Background: an optimization exercise with open tools, aiming at small area, a short achievable clock period and few clock cycles per item. Do not read the settings as production practice.
Power is estimated from default activity; no workload was simulated.

Design mmacc_main, start of the top module:
module mmacc_main (
  input  wire logic        clk,
  input  wire logic        s_rst_n,
  input  wire logic        ld_en_i,
  input  wire logic [4:0]  ld_add_i,
  input  wire logic [15:0] ld_data_i,
  input  wire logic        cmd_avail_i,
  input  wire logic [1:0]  cmd_slot_i,
  input  wire logic [2:0]  cmd_rot_i,
  input  wire logic        res_avail_i,
  input  wire logic [15:0] res_i,
  output logic             cmd_enquiry_o,
  output logic             feed_vld_o,
  output logic [15:0]      feed_data_o,
  output logic             feed_sop_o,
  output logic             feed_eop_o,
  output logic             sxt_vld_o,
  output logic [15:0]      sxt_data_o,
  output logic             sxt_last_o,
  output logic [1:0]       sxt_slot_o,
  output logic             done_o,
  output logic [1:0]       done_slot_o,
  output logic [3:0]       error_o
);
export LEC_CHECK = 0
export CAP_MARGIN = 20
export CORE_MARGIN = 2
export CORE_UTILIZATION = 40
export SETUP_SLACK_MARGIN = 2.5
export SLEW_MARGIN = 20
create_clock -name core_clock -period 5.0 [get_ports {clk}]
run.sh (not shown) runs the stock make flow with config.mk's settings and CLKGATE_MAP_FILE= SYNTH_SCRIPT=/design/flow/synth_recipe.tcl, a recipe that flattens the netlist after the stock synthesis.
Next try:
--- a/flow/design.v
+++ b/flow/design.v
@@ -58,33 +58,20 @@
         rd[s] = rd[s] | (w[s*8+i] & {16{sel_q[s][i]}});
       end
     end
   end
   function automatic logic [31:0] oh32(input logic [1:0] s, input logic [2:0] i);
     for (int a = 0; a < 32; a++) oh32[a] = ({s, i} == 5'(a));
   endfunction
   function automatic logic [3:0] oh4(input logic [1:0] s);
     for (int a = 0; a < 4; a++) oh4[a] = (s == 2'(a));
   endfunction
-  function automatic logic [3:0] nib_or(input logic [15:0] x);
-    for (int k = 0; k < 4; k++) nib_or[k] = |x[4*k +: 4];
-  endfunction
-  function automatic logic [15:0] cneg4(input logic [15:0] x, input logic [3:0] g,
-                                        input logic n);
-    logic any;
-    for (int i = 0; i < 16; i++) begin
-      any = 1'b0;
-      for (int k = 0; k < 4; k++) if (4*k + 4 <= i) any = any | g[k];
-      for (int b = (i / 4) * 4; b < i; b++) any = any | x[b];
-      cneg4[i] = x[i] ^ (n & any);
-    end
-  endfunction
   function automatic logic [15:0] cneg(input logic [15:0] x, input logic n);
     logic [15:0] p;
     p = x;
     for (int d = 1; d < 16; d = d * 2) begin
       for (int i = 15; i >= d; i--) p[i] = p[i] | p[i-d];
     end
     cneg[0] = x[0];
     for (int i = 1; i < 16; i++) cneg[i] = x[i] ^ (n & p[i-1]);
   endfunction
   logic       fr_v, fr_last, fr_neg;
@@ -140,43 +127,41 @@
       fr_neg  <= (fs_idx != 3'd0);
     end else begin
       fr_j    <= fr_j + 3'd1;
       fr_last <= (fr_j == 3'd6);
       fr_idx  <= fr_idx + 3'd1;
       fr_neg  <= fr_neg & (fr_idx != 3'd7);
     end
   end
   logic        fq_v, fq_sop, fq_eop, fq_neg;
   logic [15:0] fq;
-  logic [3:0]  fq_g;
   always_ff @(posedge clk) begin
     if (!s_rst_n) begin
       fq_v       <= 1'b0;
       fq_sop     <= 1'b0;
       fq_eop     <= 1'b0;
       feed_vld_o <= 1'b0;
       feed_sop_o <= 1'b0;
       feed_eop_o <= 1'b0;
     end else begin
       fq_v       <= fr_v;
       fq_sop     <= fr_v & (fr_j == 3'd0);
       fq_eop     <= fr_v & fr_last;
       feed_vld_o <= fq_v;
       feed_sop_o <= fq_sop;
       feed_eop_o <= fq_eop;
     end
   end
   always_ff @(posedge clk) begin
     fq          <= pf;
-    fq_g        <= nib_or(pf);
     fq_neg      <= fr_neg;
-    feed_data_o <= cneg4(fq, fq_g, fq_neg);
+    feed_data_o <= cneg(fq, fq_neg);
   end
   logic [5:0]  in_pos;               
   logic [15:0] a_q;
   logic        a_v;
   logic        r_v, r_adv;           
   logic [3:0]  pa_oh;
   logic [15:0] sum, nsum;
   logic [1:0]  in_slot;
   assign in_slot = t_slot[in_pos[4:3]];
   assign sum     = a_q + res_i;
@@ -257,21 +242,20 @@
     for (int a = 0; a < 32; a++) begin
       if (we[a]) w[a] <= wbus;
     end
   end
   logic       x_b0, x_b1;
   logic [2:0] xb;                    
   logic [1:0] x_slot;
   logic [3:0] px_oh;
   logic [15:0] w0, px;
   logic [15:0] xr;                   
-  logic [3:0]  xr_g;
   assign x_b0   = res_avail_i & (in_pos[2:0] == 3'd6);
   assign x_b1   = res_avail_i & (in_pos[2:0] == 3'd7);
   assign x_done = (xb == 3'd7);
   always_comb begin
     w0 = '0;
     for (int s = 0; s < 4; s++) w0 = w0 | (w[s*8] & {16{in_slot == 2'(s)}});
     px = '0;
     for (int s = 0; s < 4; s++) px = px | (rd[s] & {16{px_oh[s]}});
   end
   logic        xn_v;
@@ -287,22 +271,21 @@
       sxt_last_o <= 1'b0;
     end else begin
       xb         <= x_b1 ? 3'd2 : (xb != 3'd0 && xb != 3'd7) ? xb + 3'd1 : 3'd0;
       sxt_vld_o  <= x_b0 | x_b1 | (xb != 3'd0);
       sxt_last_o <= x_done;
     end
   end
   always_ff @(posedge clk) begin
     if (x_b0) x_slot <= in_slot;
     xr         <= x_b1 ? sum_q : px;
-    xr_g       <= x_b1 ? nib_or(sum_q) : nib_or(px);
-    sxt_data_o <= x_b0 ? w0 : x_b1 ? nsum : cneg4(xr, xr_g, 1'b1);
+    sxt_data_o <= x_b0 ? w0 : x_b1 ? nsum : cneg(xr, 1'b1);
   end
   assign sxt_slot_o  = x_slot;
   assign done_o      = sxt_last_o;
   assign done_slot_o = x_slot;
   always_ff @(posedge clk) begin
     sel_q <= fn_sel | an_sel | xn_sel;
     pf_oh <= fn_oh;
     pa_oh <= an_oh;
     px_oh <= xn_v ? oh4(x_slot) : 4'd0;
   end
Result: The changed run produced a clean layout; core utilization goes down by 0.50 points; clock power rises by about 2%; sequential share of layout area increases by 0.33 points; worst setup slack gets worse by 140 ps; cell area came out lower by 1.4%; cell count goes down by 1.4%; clock skew barely changes.
No functional check of the RTL was part of any run of this note.

* * *

mmacc_main, a different RTL version from the one above (not shown whole).
Size: ~2200 cells after synthesis, about 730 flip-flops, ~94 I/O pins, about 0.031 sq mm of cells after synthesis.
// mmacc_main
module mmacc_main (
  input  wire logic        clk,
  input  wire logic        s_rst_n,
  input  wire logic        ld_en_i,
  input  wire logic [4:0]  ld_add_i,
  input  wire logic [15:0] ld_data_i,
  input  wire logic        cmd_avail_i,
  input  wire logic [1:0]  cmd_slot_i,
  input  wire logic [2:0]  cmd_rot_i,
  input  wire logic        res_avail_i,
  input  wire logic [15:0] res_i,
  output logic             cmd_enquiry_o,
  output logic             feed_vld_o,
  output logic [15:0]      feed_data_o,
  output logic             feed_sop_o,
  output logic             feed_eop_o,
  output logic             sxt_vld_o,
  output logic [15:0]      sxt_data_o,
  output logic             sxt_last_o,
  output logic [1:0]       sxt_slot_o,
  output logic             done_o,
  output logic [1:0]       done_slot_o,
  output logic [3:0]       error_o
);
  logic [1:0] t_slot [4];
  logic [2:0] t_sidx [4];            
  logic [1:0] wr_ptr;                
  logic [2:0] ifc;                   
  logic       tab_full;
  logic       cmd_take;
  logic       x_done;                
  assign tab_full = ifc[2];
  assign cmd_take = cmd_avail_i & ~tab_full;
  always_ff @(posedge clk) begin
    if (!s_rst_n) begin
      wr_ptr <= '0;
      ifc    <= '0;
    end else begin
      wr_ptr <= wr_ptr + 2'(cmd_take);
      ifc    <= ifc + 3'(cmd_take) - 3'(x_done);
    end
  end
  always_ff @(posedge clk) begin
    if (cmd_take) begin
      t_slot[wr_ptr] <= cmd_slot_i;
      t_sidx[wr_ptr] <= 3'd0 - cmd_rot_i;
    end
  end
  logic [31:0][15:0] w;              
  logic [3:0][7:0]   sel_q;          
  logic [3:0][15:0]  rd;             
  always_comb begin
    for (int s = 0; s < 4; s++) begin
      rd[s] = '0;
  ...
clock: 5.0 ns
lec_check: 0
cap_margin: 20
core_margin: 2
core_utilization: 40
cts_cluster_diameter: 80
cts_cluster_size: 24
setup_slack_margin: 2.5
slew_margin: 20
Rerun with:
--- a/flow/design.v
+++ b/flow/design.v
@@ -143,31 +143,43 @@
       fr_ioh  <= fs_ioh;
       fr_neg  <= ~fs_ioh[0];
     end else begin
       fr_j    <= fr_j + 3'd1;
       fr_last <= (fr_j == 3'd6);
       fr_ioh  <= {fr_ioh[6:0], fr_ioh[7]};
       fr_neg  <= fr_neg & ~fr_ioh[7];
     end
   end
+  logic        fq_v, fq_sop, fq_eop, fq_neg;
+  logic [15:0] fq;
+  logic [3:0]  fq_g;
   always_ff @(posedge clk) begin
     if (!s_rst_n) begin
+      fq_v       <= 1'b0;
+      fq_sop     <= 1'b0;
+      fq_eop     <= 1'b0;
       feed_vld_o <= 1'b0;
       feed_sop_o <= 1'b0;
       feed_eop_o <= 1'b0;
     end else begin
-      feed_vld_o <= fr_v;
-      feed_sop_o <= fr_v & (fr_j == 3'd0);
-      feed_eop_o <= fr_v & fr_last;
+      fq_v       <= fr_v;
+      fq_sop     <= fr_v & (fr_j == 3'd0);
+      fq_eop     <= fr_v & fr_last;
+      feed_vld_o <= fq_v;
+      feed_sop_o <= fq_sop;
+      feed_eop_o <= fq_eop;
     end
   end
   always_ff @(posedge clk) begin
-    feed_data_o <= cneg4(pf, nib_or(pf), fr_neg);
+    fq          <= pf;
+    fq_g        <= nib_or(pf);
+    fq_neg      <= fr_neg;
+    feed_data_o <= cneg4(fq, fq_g, fq_neg);
   end
   logic [5:0]  in_pos;               
   logic [15:0] a_q;
   logic        a_v;
   logic        r_v, r_adv;           
   logic [3:0]  pa_oh;
   logic [15:0] sum, nsum;
   logic [1:0]  in_slot;
   assign in_slot = t_slot[in_pos[4:3]];
What happened:
- clock power barely changes
- core utilization goes down by 2.4 points
- final cell count hardly moves
- via count goes down by 2.9%
- first-iteration DRC count goes down by 6.5%
- cell area goes down by 3.3%
- global-route usage goes down by 1.2 points
- fmax goes up by 8.2%
- worst setup slack improved by 210 ps
- non-clock buffer count goes down by 57
No functional check of the RTL was part of any run of this note.

* * *

Setup of the baseline:
mmacc_main, a different RTL version from the one above (not shown whole).
For scale: ~2,200 cells after synthesis, ~750 flip-flops, about 94 I/O pins, ~31,000 um2 of cells after synthesis.
clock: 5.0 ns
lec_check: 0
cap_margin: 20
core_margin: 2
core_utilization: 40
cts_cluster_diameter: 100
cts_cluster_size: 28
setup_slack_margin: 2.5
slew_margin: 20
The inputs of the candidate differ from those of the baseline as listed below.
-- flow/design.v --
<<< the baseline, line 68
  function automatic logic [3:0] oh4(input logic [1:0] s);
    for (int a = 0; a < 4; a++) oh4[a] = (s == 2'(a));
  endfunction
  function automatic logic [15:0] cneg(input logic [15:0] x, input logic n);
>>> the candidate, line 68
  function automatic logic [3:0] oh4(input logic [1:0] s);
    for (int a = 0; a < 4; a++) oh4[a] = (s == 2'(a));
  endfunction
  function automatic logic [3:0] nib_or(input logic [15:0] x);
    for (int k = 0; k < 4; k++) nib_or[k] = |x[4*k +: 4];
  endfunction
  function automatic logic [15:0] cneg4(input logic [15:0] x, input logic [3:0] g,
                                        input logic n);
    logic any;
    for (int i = 0; i < 16; i++) begin
      any = 1'b0;
      for (int k = 0; k < 4; k++) if (4*k + 4 <= i) any = any | g[k];
      for (int b = (i / 4) * 4; b < i; b++) any = any | x[b];
      cneg4[i] = x[i] ^ (n & any);
    end
  endfunction
  function automatic logic [15:0] cneg(input logic [15:0] x, input logic n);
<<< the baseline, line 139
  logic        fq_v, fq_sop, fq_eop, fq_neg;
  logic [15:0] fq;
  always_ff @(posedge clk) begin
    if (!s_rst_n) begin
>>> the candidate, line 152
  logic        fq_v, fq_sop, fq_eop, fq_neg;
  logic [15:0] fq;
  logic [3:0]  fq_g;
  always_ff @(posedge clk) begin
    if (!s_rst_n) begin
<<< the baseline, line 158
  always_ff @(posedge clk) begin
    fq          <= pf;
    fq_neg      <= fr_neg;
    feed_data_o <= cneg(fq, fq_neg);
  end
  logic [5:0]  in_pos;               
>>> the candidate, line 172
  always_ff @(posedge clk) begin
    fq          <= pf;
    fq_g        <= nib_or(pf);
    fq_neg      <= fr_neg;
    feed_data_o <= cneg4(fq, fq_g, fq_neg);
  end
  logic [5:0]  in_pos;               
<<< the baseline, line 257
  logic [15:0] w0, px;
  logic [15:0] xr;                   
  assign x_b0   = res_avail_i & (in_pos[2:0] == 3'd6);
  assign x_b1   = res_avail_i & (in_pos[2:0] == 3'd7);
>>> the candidate, line 272
  logic [15:0] w0, px;
  logic [15:0] xr;                   
  logic [3:0]  xr_g;
  assign x_b0   = res_avail_i & (in_pos[2:0] == 3'd6);
  assign x_b1   = res_avail_i & (in_pos[2:0] == 3'd7);
<<< the baseline, line 286
    if (x_b0) x_slot <= in_slot;
    xr         <= x_b1 ? sum_q : px;
    sxt_data_o <= x_b0 ? w0 : x_b1 ? nsum : cneg(xr, 1'b1);
  end
  assign sxt_slot_o  = x_slot;
>>> the candidate, line 302
    if (x_b0) x_slot <= in_slot;
    xr         <= x_b1 ? sum_q : px;
    xr_g       <= x_b1 ? nib_or(sum_q) : nib_or(px);
    sxt_data_o <= x_b0 ? w0 : x_b1 ? nsum : cneg4(xr, xr_g, 1'b1);
  end
  assign sxt_slot_o  = x_slot;
Notes after the runs:
- Against the baseline, the candidate reports a switching power that is higher.
- The candidate: combined global-route utilization of all metal layers is 0.77 points higher than what the baseline reported.
- The baseline → the candidate: max-slew headroom at the worst pin saw an increase, top achievable clock speed increased by about 10% relative to the old numbers, total power grew by 4.7%.
- Routed wire length, the baseline and the candidate: smaller value in the baseline
- Relative to the baseline, worst setup slack has gone up in the candidate.
- [the candidate vs the baseline] count of nets after finishing: higher in the candidate
No functional check of the RTL was part of any run of this note.

* * *

Setup of rev 12:
The RTL this note starts from:
==> flow/design.v <==
`timescale 1ns/1ps
`default_nettype none
module mmacc_main (
  input  wire logic        clk,
  input  wire logic        s_rst_n,
  input  wire logic        ld_en_i,
  input  wire logic [4:0]  ld_add_i,
  input  wire logic [15:0] ld_data_i,
  input  wire logic        cmd_avail_i,
  input  wire logic [1:0]  cmd_slot_i,
  input  wire logic [2:0]  cmd_rot_i,
  input  wire logic        res_avail_i,
  input  wire logic [15:0] res_i,
  output logic             cmd_enquiry_o,
  output logic             feed_vld_o,
  output logic [15:0]      feed_data_o,
  output logic             feed_sop_o,
  output logic             feed_eop_o,
  output logic             sxt_vld_o,
  output logic [15:0]      sxt_data_o,
  output logic             sxt_last_o,
  output logic [1:0]       sxt_slot_o,
  output logic             done_o,
  output logic [1:0]       done_slot_o,
  output logic [3:0]       error_o
);
  logic [1:0] t_slot [4];
  logic [2:0] t_sidx [4];            
  logic [1:0] wr_ptr;                
  logic [2:0] ifc;                   
  logic       tab_full;
  logic       cmd_take;
  logic       x_done;                
  assign tab_full = ifc[2];
  assign cmd_take = cmd_avail_i & ~tab_full;
  always_ff @(posedge clk) begin
    if (!s_rst_n) begin
      wr_ptr <= '0;
      ifc    <= '0;
    end else begin
      wr_ptr <= wr_ptr + 2'(cmd_take);
      ifc    <= ifc + 3'(cmd_take) - 3'(x_done);
    end
  end
  always_ff @(posedge clk) begin
    if (cmd_take) begin
      t_slot[wr_ptr] <= cmd_slot_i;
      t_sidx[wr_ptr] <= 3'd0 - cmd_rot_i;
    end
  end
  logic [31:0][15:0] w;              
  logic [3:0][7:0]   sel_q;          
  logic [3:0][15:0]  rd;             
  always_comb begin
    for (int s = 0; s < 4; s++) begin
      rd[s] = '0;
      for (int i = 0; i < 8; i++) begin
        rd[s] = rd[s] | (w[s*8+i] & {16{sel_q[s][i]}});
      end
    end
  end
  function automatic logic [31:0] oh32(input logic [1:0] s, input logic [2:0] i);
    for (int a = 0; a < 32; a++) oh32[a] = ({s, i} == 5'(a));
  endfunction
  function automatic logic [3:0] oh4(input logic [1:0] s);
    for (int a = 0; a < 4; a++) oh4[a] = (s == 2'(a));
  endfunction
  function automatic logic [3:0] nib_or(input logic [15:0] x);
    for (int k = 0; k < 4; k++) nib_or[k] = |x[4*k +: 4];
  endfunction
  function automatic logic [15:0] cneg4(input logic [15:0] x, input logic [3:0] g,
                                        input logic n);
    logic any;
    for (int i = 0; i < 16; i++) begin
      any = 1'b0;
      for (int k = 0; k < 4; k++) if (4*k + 4 <= i) any = any | g[k];
      for (int b = (i / 4) * 4; b < i; b++) any = any | x[b];
      cneg4[i] = x[i] ^ (n & any);
    end
  endfunction
  logic       fr_v, fr_last, fr_neg;
  logic [2:0] fr_j, fr_idx;
  logic [1:0] fr_slot;
  logic [3:0] pf_oh;
  logic [1:0] f_ptr;                 
  logic [2:0] f_cnt;                 
  logic [2:0] fd_ptr;                
  logic       f_free, f_pend, f_start, f_tab;
  logic [1:0] hd_slot, fs_slot;
  logic [2:0] hd_sidx, fs_idx;
  assign f_pend  = (f_cnt != 3'd0);
  assign f_free  = ~fr_v | fr_last;
  assign f_start = f_free & (f_pend | cmd_take);
  assign f_tab   = f_pend;
  assign hd_slot = t_slot[f_ptr];
  assign hd_sidx = t_sidx[f_ptr];
  assign fs_slot = f_tab ? hd_slot : cmd_slot_i;
  assign fs_idx  = f_tab ? hd_sidx : 3'd0 - cmd_rot_i;
  logic        fn_v;
  logic [31:0] fn_sel;
  logic [3:0]  fn_oh;
  assign fn_v   = f_start | (fr_v & ~fr_last);
  assign fn_sel = ~fn_v   ? 32'd0 :
                  f_start ? oh32(fs_slot, fs_idx) : oh32(fr_slot, fr_idx + 3'd1);
  assign fn_oh  = ~fn_v   ? 4'd0 :
                  f_start ? oh4(fs_slot) : oh4(fr_slot);
  logic [15:0] pf;
  always_comb begin
    pf = '0;
    for (int s = 0; s < 4; s++) pf = pf | (rd[s] & {16{pf_oh[s]}});
  end
  always_ff @(posedge clk) begin
    if (!s_rst_n) begin
      fr_v   <= 1'b0;
      f_ptr  <= '0;
      f_cnt  <= '0;
      fd_ptr <= '0;
    end else begin
      fr_v   <= fn_v;
      f_ptr  <= f_ptr + 2'(f_start);
      f_cnt  <= f_cnt + 3'(cmd_take) - 3'(f_start);
      fd_ptr <= fd_ptr + 3'(fr_v & fr_last);
    end
  end
  always_ff @(posedge clk) begin
    if (f_start) begin
      fr_j    <= 3'd0;
      fr_last <= 1'b0;
      fr_slot <= fs_slot;
      fr_idx  <= fs_idx;
      fr_neg  <= (fs_idx != 3'd0);
    end else begin
      fr_j    <= fr_j + 3'd1;
      fr_last <= (fr_j == 3'd6);
      fr_idx  <= fr_idx + 3'd1;
      fr_neg  <= fr_neg & (fr_idx != 3'd7);
    end
  end
  logic        fq_v, fq_sop, fq_eop, fq_neg;
  logic [15:0] fq;
  logic [3:0]  fq_g;
  always_ff @(posedge clk) begin
    if (!s_rst_n) begin
      fq_v       <= 1'b0;
      fq_sop     <= 1'b0;
      fq_eop     <= 1'b0;
      feed_vld_o <= 1'b0;
      feed_sop_o <= 1'b0;
      feed_eop_o <= 1'b0;
    end else begin
      fq_v       <= fr_v;
      fq_sop     <= fr_v & (fr_j == 3'd0);
      fq_eop     <= fr_v & fr_last;
      feed_vld_o <= fq_v;
      feed_sop_o <= fq_sop;
      feed_eop_o <= fq_eop;
    end
  end
  always_ff @(posedge clk) begin
    fq          <= pf;
    fq_g        <= nib_or(pf);
    fq_neg      <= fr_neg;
    feed_data_o <= cneg4(fq, fq_g, fq_neg);
  end
  logic [5:0]  in_pos;               
  logic [15:0] a_q;
  logic        a_v;
  logic        r_v, r_adv;           
  logic [3:0]  pa_oh;
  logic [15:0] sum, nsum;
  logic [1:0]  in_slot;
  assign in_slot = t_slot[in_pos[4:3]];
  assign sum     = a_q + res_i;
  assign nsum    = (-a_q) + ~res_i + 16'd1;
  logic [15:0] pa;
  always_comb begin
    pa = '0;
    for (int s = 0; s < 4; s++) pa = pa | (rd[s] & {16{pa_oh[s]}});
  end
  logic a_load;
  assign a_load = r_v & (r_adv ? res_avail_i : ~res_avail_i);
  logic [5:0]  p1, p2;
  logic        av0, av1;             
  logic [5:0]  tg0, tg1;
  logic        rdy0, rdy1;
  logic [1:0]  sl0, sl1;
  assign p1   = in_pos + 6'd1;
  assign p2   = in_pos + 6'd2;
  assign av0  = a_v | (r_v & ~r_adv);
  assign av1  = r_v & r_adv;
  assign tg0  = av0 ? p1 : in_pos;
  assign tg1  = av1 ? p2 : p1;
  assign rdy0 = (tg0[5:3] != fd_ptr) | (fr_v & fr_last);
  assign rdy1 = (tg1[5:3] != fd_ptr) | (fr_v & fr_last);
  assign sl0  = t_slot[tg0[4:3]];
  assign sl1  = t_slot[tg1[4:3]];
  logic [31:0] an_sel0, an_sel1, an_sel;
  logic [3:0]  an_oh0, an_oh1, an_oh;
  assign an_sel0 = rdy0 ? oh32(sl0, tg0[2:0]) : 32'd0;
  assign an_sel1 = rdy1 ? oh32(sl1, tg1[2:0]) : 32'd0;
  assign an_oh0  = rdy0 ? oh4(sl0) : 4'd0;
  assign an_oh1  = rdy1 ? oh4(sl1) : 4'd0;
  assign an_sel  = res_avail_i ? an_sel1 : an_sel0;
  assign an_oh   = res_avail_i ? an_oh1  : an_oh0;
  always_ff @(posedge clk) begin
    if (!s_rst_n) begin
      in_pos <= '0;
      a_v    <= 1'b0;
      r_v    <= 1'b0;
      r_adv  <= 1'b0;
    end else begin
      in_pos <= res_avail_i ? p1 : in_pos;
      a_v    <= res_avail_i ? av1 : av0;
      r_v    <= res_avail_i ? rdy1 : rdy0;
      r_adv  <= res_avail_i ? av1 : av0;
    end
  end
  always_ff @(posedge clk) begin
    if (a_load) a_q <= pa;
  end
  logic [15:0] sum_q;
  logic        wq_v;
  logic [4:0]  wq_add;
  always_ff @(posedge clk) begin
    if (!s_rst_n) wq_v <= 1'b0;
    else          wq_v <= res_avail_i;
    if (res_avail_i) sum_q <= sum;
    wq_add <= {in_slot, in_pos[2:0]};
  end
  logic [15:0] wbus;
  logic [31:0] we;
  assign wbus = ld_en_i ? ld_data_i : sum_q;
  assign we   = (ld_en_i ? oh32(ld_add_i[4:3], ld_add_i[2:0]) : 32'd0)
              | (wq_v ? oh32(wq_add[4:3], wq_add[2:0]) : 32'd0);
  always_ff @(posedge clk) begin
    for (int a = 0; a < 32; a++) begin
      if (we[a]) w[a] <= wbus;
    end
  end
  logic       x_b0, x_b1;
  logic [2:0] xb;                    
  logic [1:0] x_slot;
  logic [3:0] px_oh;
  logic [15:0] w0, px;
  logic [15:0] xr;                   
  logic [3:0]  xr_g;
  assign x_b0   = res_avail_i & (in_pos[2:0] == 3'd6);
  assign x_b1   = res_avail_i & (in_pos[2:0] == 3'd7);
  assign x_done = (xb == 3'd7);
  always_comb begin
    w0 = '0;
    for (int s = 0; s < 4; s++) w0 = w0 | (w[s*8] & {16{in_slot == 2'(s)}});
    px = '0;
    for (int s = 0; s < 4; s++) px = px | (rd[s] & {16{px_oh[s]}});
  end
  logic        xn_v;
  logic [2:0]  xn_idx;
  logic [31:0] xn_sel;
  assign xn_v   = x_b1 | ((xb != 3'd0) & (xb < 3'd6));
  assign xn_idx = x_b1 ? 3'd5 : 3'd6 - xb;
  assign xn_sel = xn_v ? oh32(x_slot, xn_idx) : 32'd0;
  always_ff @(posedge clk) begin
    if (!s_rst_n) begin
      xb         <= '0;
      sxt_vld_o  <= 1'b0;
      sxt_last_o <= 1'b0;
    end else begin
      xb         <= x_b1 ? 3'd2 : (xb != 3'd0 && xb != 3'd7) ? xb + 3'd1 : 3'd0;
      sxt_vld_o  <= x_b0 | x_b1 | (xb != 3'd0);
      sxt_last_o <= x_done;
    end
  end
  always_ff @(posedge clk) begin
    if (x_b0) x_slot <= in_slot;
    xr         <= x_b1 ? sum_q : px;
    xr_g       <= x_b1 ? nib_or(sum_q) : nib_or(px);
    sxt_data_o <= x_b0 ? w0 : x_b1 ? nsum : cneg4(xr, xr_g, 1'b1);
  end
  assign sxt_slot_o  = x_slot;
  assign done_o      = sxt_last_o;
  assign done_slot_o = x_slot;
  always_ff @(posedge clk) begin
    sel_q <= fn_sel | an_sel | xn_sel;
    pf_oh <= fn_oh;
    pa_oh <= an_oh;
    px_oh <= xn_v ? oh4(x_slot) : 4'd0;
  end
  logic [2:0] enq_cnt;
  always_ff @(posedge clk) begin
    if (!s_rst_n) begin
      enq_cnt       <= 3'd4;
      cmd_enquiry_o <= 1'b0;
    end else begin
      enq_cnt       <= enq_cnt - 3'(enq_cnt != 3'd0);
      cmd_enquiry_o <= (enq_cnt != 3'd0) | x_done;
    end
  end
  logic err_cmd, err_res;
  always_ff @(posedge clk) begin
    if (!s_rst_n) begin
      err_cmd <= 1'b0;
      err_res <= 1'b0;
    end else begin
      err_cmd <= err_cmd | (cmd_avail_i & tab_full);
      err_res <= err_res | (res_avail_i & (in_pos[5:3] == fd_ptr));
    end
  end
  assign error_o = {err_cmd, 1'b0, err_res, 1'b0};
endmodule
`default_nettype wire
Settings: LEC_CHECK=0, CAP_MARGIN=20, CORE_MARGIN=2, CORE_UTILIZATION=40, CTS_CLUSTER_DIAMETER=100, CTS_CLUSTER_SIZE=28, SETUP_SLACK_MARGIN=2.5, SLEW_MARGIN=20; clock period 5.0 ns.
diff inputs: rev 12 => rev 13
diff --git a/flow/design.v b/flow/design.v
--- a/flow/design.v
+++ b/flow/design.v
@@ -65,18 +65,14 @@
   function automatic logic [3:0] oh4(input logic [1:0] s);
     for (int a = 0; a < 4; a++) oh4[a] = (s == 2'(a));
   endfunction
-  function automatic logic [3:0] nib_or(input logic [15:0] x);
-    for (int k = 0; k < 4; k++) nib_or[k] = |x[4*k +: 4];
-  endfunction
-  function automatic logic [15:0] cneg4(input logic [15:0] x, input logic [3:0] g,
-                                        input logic n);
-    logic any;
-    for (int i = 0; i < 16; i++) begin
-      any = 1'b0;
-      for (int k = 0; k < 4; k++) if (4*k + 4 <= i) any = any | g[k];
-      for (int b = (i / 4) * 4; b < i; b++) any = any | x[b];
-      cneg4[i] = x[i] ^ (n & any);
+  function automatic logic [15:0] cneg(input logic [15:0] x, input logic n);
+    logic [15:0] p;
+    p = x;
+    for (int d = 1; d < 16; d = d * 2) begin
+      for (int i = 15; i >= d; i--) p[i] = p[i] | p[i-d];
     end
+    cneg[0] = x[0];
+    for (int i = 1; i < 16; i++) cneg[i] = x[i] ^ (n & p[i-1]);
   endfunction
   logic       fr_v, fr_last, fr_neg;
   logic [2:0] fr_j, fr_idx;
@@ -138,7 +134,6 @@
   end
   logic        fq_v, fq_sop, fq_eop, fq_neg;
   logic [15:0] fq;
-  logic [3:0]  fq_g;
   always_ff @(posedge clk) begin
     if (!s_rst_n) begin
       fq_v       <= 1'b0;
@@ -158,9 +153,8 @@
   end
   always_ff @(posedge clk) begin
     fq          <= pf;
-    fq_g        <= nib_or(pf);
     fq_neg      <= fr_neg;
-    feed_data_o <= cneg4(fq, fq_g, fq_neg);
+    feed_data_o <= cneg(fq, fq_neg);
   end
   logic [5:0]  in_pos;               
   logic [15:0] a_q;
@@ -227,10 +221,19 @@
     if (res_avail_i) sum_q <= sum;
     wq_add <= {in_slot, in_pos[2:0]};
   end
+  logic        lq_v;
+  logic [4:0]  lq_add;
+  logic [15:0] lq_data;
+  always_ff @(posedge clk) begin
+    if (!s_rst_n) lq_v <= 1'b0;
+    else          lq_v <= ld_en_i;
+    lq_add  <= ld_add_i;
+    lq_data <= ld_data_i;
+  end
   logic [15:0] wbus;
   logic [31:0] we;
-  assign wbus = ld_en_i ? ld_data_i : sum_q;
-  assign we   = (ld_en_i ? oh32(ld_add_i[4:3], ld_add_i[2:0]) : 32'd0)
+  assign wbus = lq_v ? lq_data : sum_q;
+  assign we   = (lq_v ? oh32(lq_add[4:3], lq_add[2:0]) : 32'd0)
               | (wq_v ? oh32(wq_add[4:3], wq_add[2:0]) : 32'd0);
   always_ff @(posedge clk) begin
     for (int a = 0; a < 32; a++) begin
@@ -243,7 +246,6 @@
   logic [3:0] px_oh;
   logic [15:0] w0, px;
   logic [15:0] xr;                   
-  logic [3:0]  xr_g;
   assign x_b0   = res_avail_i & (in_pos[2:0] == 3'd6);
   assign x_b1   = res_avail_i & (in_pos[2:0] == 3'd7);
   assign x_done = (xb == 3'd7);
@@ -273,8 +275,7 @@
   always_ff @(posedge clk) begin
     if (x_b0) x_slot <= in_slot;
     xr         <= x_b1 ? sum_q : px;
-    xr_g       <= x_b1 ? nib_or(sum_q) : nib_or(px);
-    sxt_data_o <= x_b0 ? w0 : x_b1 ? nsum : cneg4(xr, xr_g, 1'b1);
+    sxt_data_o <= x_b0 ? w0 : x_b1 ? nsum : cneg(xr, 1'b1);
   end
   assign sxt_slot_o  = x_slot;
   assign done_o      = sxt_last_o;
Findings:
Rev 13 went all the way through the flow, and no timing, DRC or antenna check failed. Power share of the sequential group was higher in rev 13 than in rev 12. Relative to rev 12, wire length of the first global-routing pass has gone down in rev 13. In the final reports, the cell area of rev 13 is smaller than that of rev 12. Combinational power went down by a few percent going from rev 12 to rev 13. When rev 13 is measured against rev 12, its cell area after synthesis turns out 0.37% lower. [rev 13 vs rev 12] average routed wire per standard cell: lower in rev 13. Fmax (lower): rev 13.
No run of this note included a check of the RTL's function; only the layout flow was run.

==> static timing again, ports no longer ideal <==
No port has a modelled driver above. Below, the same layouts with a new extraction and two added sets of constraints.
Step 1 assumes that a clkbuf_16 drives the clock port and a buf_2 every other input.
Step 2, shift: input delay + t, output delay - t, t = (earliest + latest rising clock arrival at the registers) / 2. This alone moves slack from input paths to output paths.
a / b / c = no drivers / after step 1 / after step 2; a / b = the first two.
run	t (ns)	setup slack, ns	worst hold slack (ns)
the first run of note 1	0.683	2.261 / 2.261 / 1.618	0.385 / 0.385 / 0.385
the second run of note 1	0.702	2.125 / 2.125 / 1.651	0.433 / 0.433 / 0.433
the first run of note 2	0.663	2.226 / 2.226 / 1.618	0.465 / 0.465 / 0.465
the second run of note 2	0.667	2.437 / 2.465 / 1.806	0.401 / 0.401 / 0.401
the baseline	0.654	2.164 / 2.164 / 1.839	0.364 / 0.364 / 0.364
the candidate	0.651	2.433 / 2.437 / 1.786	0.396 / 0.396 / 0.396
rev 12	0.674	2.388 / 2.388 / 1.811	0.401 / 0.401 / 0.401
rev 13	0.657	2.379 / 2.379 / 1.814	0.368 / 0.368 / 0.368
After both steps setup and hold are still met in every run listed. For the candidate, which loses most, drivers alone change the setup slack by +0.004 ns; drivers and shift together by -0.647 ns.
